This is an optimization exercise on Yosys and OpenROAD, whose aim is small area, a short achievable clock period and few clock cycles per item, not a production implementation. In this exercise RTL edits were held to simulation tests only and were not proved equivalent to the original.

==> job 7483 <==
==> flow/design.v (excerpt) <==
module nearest_centroid_color_classifier_core
(
    input  logic                        clk,
    input  logic                        rst_n,
    input  logic                        cfg_wr_en,
    input  logic [ncc_pkg::CNT_W-1:0]   cfg_wr_data,
    input  logic                        in_valid,
    output logic                        in_stall,
    input  logic                        req_type,
    input  logic [ncc_pkg::IDX_W-1:0]   entry_index,
    input  logic [ncc_pkg::CHAN_W-1:0]  chan_y,
    input  logic [ncc_pkg::CHAN_W-1:0]  chan_cb,
    input  logic [ncc_pkg::CHAN_W-1:0]  chan_cr,
    output logic                        out_valid,
    input  logic                        out_stall,
    output logic [ncc_pkg::IDX_W-1:0]   class_index
);
    logic        stall_q;
    logic [4:0]  cnt_q;
    logic        fire, ld_fire, cl_fire;
    logic [35:0] pix_in;
    logic [35:0] tab [16];
    assign in_stall = stall_q;
    assign fire     = in_valid & ~stall_q;
  ...
clock: 7.0 ns
lec_check: 0
cap_margin: 20
core_margin: 2
core_utilization: 60
place_density: 0.75
setup_slack_margin: 3.3
slew_margin: 20
synth_hierarchical: 1
run.sh (not shown) runs the stock make flow with config.mk's settings and CLKGATE_MAP_FILE= SYNTH_SCRIPT=/design/flow/synth_recipe.tcl, a recipe that flattens the netlist after the stock synthesis.
==> inputs of job 4453, as changes to job 7483 <==
--- a/flow/design.v
+++ b/flow/design.v
@@ -522,22 +522,18 @@
     begin
         if (!rst_n)
             ld_q <= 1'b0;
         else
             ld_q <= ld_fire;
     end
     always_ff @(posedge clk)
+    begin
         ld_idx_q <= entry_index;
-    for (genvar i = 0; i < 16; i++)
-    begin : g_tab
-        always_ff @(posedge clk)
-        begin
-            if (ld_q && ld_idx_q == 4'(i))
-                tab[i] <= (i < 8) ? s_pix : s_pixn;
-        end
+        if (ld_q)
+            tab[ld_idx_q] <= s_pix;
     end
     function automatic logic [11:0] absdiff12(input logic [11:0] a, input logic [11:0] b);
         logic [11:0] g, p, gg, pp, cin;
         logic        c;
         g  = a & ~b;
         p  = ~(a ^ b);
         gg = g;
@@ -553,17 +549,17 @@
         for (int i = 1; i < 12; i++)
             cin[i] = gg[i-1] | (pp[i-1] & c);
         absdiff12 = (p ^ cin) ^ {12{~c}};
     endfunction
     logic [16*3*12-1:0] ad_m;
     for (genvar i = 0; i < 16; i++)
     begin : g_ad
-        assign ad_m[(i*3+0)*12 +: 12] = (i < 8) ? absdiff12(s_pix[35:24], tab[i][35:24]) : absdiff12(~s_pixn[35:24], ~tab[i][35:24]);
-        assign ad_m[(i*3+1)*12 +: 12] = (i < 8) ? absdiff12(s_pix[23:12], tab[i][23:12]) : absdiff12(~s_pixn[23:12], ~tab[i][23:12]);
-        assign ad_m[(i*3+2)*12 +: 12] = (i < 8) ? absdiff12(s_pix[11:0], tab[i][11:0]) : absdiff12(~s_pixn[11:0], ~tab[i][11:0]);
+        assign ad_m[(i*3+0)*12 +: 12] = absdiff12((i < 8) ? s_pix[35:24] : ~s_pixn[35:24], tab[i][35:24]);
+        assign ad_m[(i*3+1)*12 +: 12] = absdiff12((i < 8) ? s_pix[23:12] : ~s_pixn[23:12], tab[i][23:12]);
+        assign ad_m[(i*3+2)*12 +: 12] = absdiff12((i < 8) ? s_pix[11:0] : ~s_pixn[11:0], tab[i][11:0]);
     end
     logic        s2_v;
     logic [4:0]  s2_n;
     logic [16*3*12-1:0] s2_m;
     always_ff @(posedge clk or negedge rst_n)
         if (!rst_n) s2_v <= 1'b0; else s2_v <= s1_v;
     always_ff @(posedge clk)
@@ -750,68 +746,53 @@
         s7_th8 <= s6_th8;
     end
     wire        sel_l4_0 = s7_th8 & (qd_l3_1 < qd_l3_0);
     wire [25:0] d_l4_0 = sel_l4_0 ? qd_l3_1 : qd_l3_0;
     wire [3:0]  i_l4_0 = sel_l4_0 ? {1'b1, qi_l3_1} : {1'b0, qi_l3_0};
     wire [3:0] res   = i_l4_0;
     wire       res_v = s7_v;
-        localparam int QD = 10;
-        logic [3:0] q_d [QD];
-        logic       q_v [QD];
-        logic [3:0] owed_q;
-        logic       pop;
-        logic [3:0] owed_n;
-        assign pop    = q_v[0] & ~out_stall;
-        assign owed_n = owed_q + {3'd0, cl_fire} - {3'd0, pop};
-        always_ff @(posedge clk or negedge rst_n)
+    localparam int QD = 10;
+    logic [3:0] q_d [QD];
+    logic [3:0] wp_q, rp_q;
+    logic [3:0] qn_q;
+    logic       ov_q;
+    logic [3:0] owed_q;
+    logic       pop;
+    logic [3:0] qn_n;
+    logic [3:0] owed_n;
+    logic       st_keep, st_pop;
+    assign pop    = ov_q & ~out_stall;
+    assign qn_n   = qn_q + {3'd0, res_v} - {3'd0, pop};
+    assign owed_n = owed_q + {3'd0, cl_fire} - {3'd0, pop};
+    assign st_keep = cl_fire ? (owed_q >= 4'(QD - 1)) : (owed_q >= 4'(QD));
+    assign st_pop  = cl_fire ? (owed_q >= 4'(QD))     : (owed_q >= 4'(QD + 1));
+    always_ff @(posedge clk or negedge rst_n)
+    begin
+        if (!rst_n)
         begin
-            if (!rst_n)
-            begin
-                owed_q  <= '0;
-                stall_q <= 1'b0;
-            end
-            else
-            begin
-                owed_q  <= owed_n;
-                stall_q <= (owed_n >= 4'(QD));
-            end
+            owed_q  <= '0;
+            stall_q <= 1'b0;
+            wp_q    <= '0;
+            rp_q    <= '0;
+            qn_q    <= '0;
+            ov_q    <= 1'b0;
         end
-        for (genvar j = 0; j < QD; j++)
-        begin : g_q
-            logic       v_sh;
-            logic [3:0] d_sh;
-            logic       prev_full;
-            logic       put;
-            if (j + 1 < QD)
-            begin : g_sh
-                assign v_sh = pop ? q_v[j+1] : q_v[j];
-                assign d_sh = pop ? q_d[j+1] : q_d[j];
-            end
-            else
-            begin : g_last
-                assign v_sh = pop ? 1'b0 : q_v[j];
-                assign d_sh = q_d[j];
-            end
-            if (j == 0)
-            begin : g_p0
-                assign prev_full = 1'b1;
-            end
-            else
-            begin : g_pn
-                assign prev_full = pop ? q_v[j] : q_v[j-1];
-            end
-            assign put = res_v & prev_full & ~v_sh;
-            always_ff @(posedge clk or negedge rst_n)
-            begin
-                if (!rst_n)
-                    q_v[j] <= 1'b0;
-                else
-                    q_v[j] <= v_sh | put;
-            end
-            always_ff @(posedge clk)
-            begin
-                q_d[j] <= put ? res : d_sh;
-            end
+        else
+        begin
+            owed_q  <= owed_n;
+            stall_q <= pop ? st_pop : st_keep;
+            qn_q    <= qn_n;
+            ov_q    <= (qn_n != 4'd0);
+            if (res_v)
+                wp_q <= (wp_q == 4'(QD - 1)) ? 4'd0 : wp_q + 4'd1;
+            if (pop)
+                rp_q <= (rp_q == 4'(QD - 1)) ? 4'd0 : rp_q + 4'd1;
         end
-        assign out_valid   = q_v[0];
-        assign class_index = q_d[0];
-    endmodule
+    end
+    always_ff @(posedge clk)
+    begin
+        if (res_v)
+            q_d[wp_q] <= res;
+    end
+    assign out_valid   = ov_q;
+    assign class_index = q_d[rp_q];
+endmodule
- CORE_UTILIZATION: 60 -> 50
- PLACE_DENSITY: 0.75 -> 0.65
==> inputs of job 3801, as changes to job 7483 <==
- CORE_UTILIZATION: 60 -> 50
- PLACE_DENSITY: 0.75 -> 0.65
- SETUP_SLACK_MARGIN: 3.3 -> 3.9
==> inputs of job 1832, as changes to job 7483 <==
- CORE_UTILIZATION: 60 -> 50
- PLACE_DENSITY: 0.75 -> 0.65
- SETUP_SLACK_MARGIN: 3.3 -> 3.6
==> metrics.csv <==
metric,value,unit
wirelength,620,mm
synth_compound_area_share,8.57,%
use_met1,34.2,%
status,"complete, no violations",
crit_buf_inv,2,
critPathTopFamily,multiplexers,
cts_resized,132,
# the run above: job 4453

==> metrics.csv <==
metric,value,unit
status,"complete, no violations",
p_sw_share,44.8,%
wirelength,620,mm
use_met1,33.9,%
synth_compound_area_share,8.64,%
crit_buf_inv,0,
critPathTopFamily,adder cells,
# the run above: job 1832

==> metrics.csv <==
metric,value,unit
pwr.group.sequential,33.0,mW
cts_resized,150,
synth_compound_area_share,8.64,%
status,"complete, no violations",
area_delta_synth_final,0.759,%
first_pass_iters,7,
use_met1,38.7,%
critPathTopFamily,compound AO/OA/AOI/OAI gates,
wirelength,601,mm
final_util,60.6,%
# the run above: job 7483

==> metrics.csv <==
metric,value,unit
grt_pass1_vias,161000,
cts_setup_buffers,1381,
cts_resized,2045,
die_h,685,um
wirelength,683,mm
fin_nets,26200,
track_usage,28.5,%
die_area,469000,um2
status,"complete, no violations",
finalCritPeriodShare,48.0,%
worstPathCellList,buf_6 > nand2_1 > fa_1 > fa_2 > fa_2 > fa_2 > fa_2,
critPathTopFamily,adder cells,
# the run above: job 3801

Testbench counts of job 7483, summed over its fixed seeds: cycles 5,663, items 5,018.
Testbench counts of job 4453, summed over its fixed seeds: cycles 5,663, items 5,018.
Testbench counts of job 3801, summed over its fixed seeds: cycles 5,663, items 5,018.
Testbench counts of job 1832, summed over its fixed seeds: cycles 5,663, items 5,018.

-- afterwards: timing with drivers on the ports --
Ports are ideal in the flow. The routed layouts listed here were re-timed in OpenROAD.
Step 1 sets driving cells, clkbuf_16 on the clock port and buf_2 on the other inputs (assumed; they add their load-dependent delay and slew).
Step 2 times the ports against the registers' clock, not the clock port: input delays grow and output delays shrink by t, the midpoint of the rising clock arrivals with the driver on.
Three values: ideal, step 1, step 2; two values: the first two.
run	t, ns	setup WS [ns]	worst register clock-pin slew, ns	worst data-port slew with drivers (ns)
job 7483	1.052	3.339 / 3.339 / 2.871	0.07 / 0.07	0.05
job 4453	1.101	2.978 / 2.859 / 3.058	0.07 / 0.07	0.10
job 3801	1.102	3.643 / 3.643 / 3.042	0.07 / 0.07	0.06
job 1832	1.089	3.591 / 3.589 / 2.866	0.07 / 0.07	0.13
After both steps setup and hold are still met in every run listed. For job 1832, which loses most, drivers alone change the setup slack by -0.002 ns; drivers and shift together by -0.725 ns.
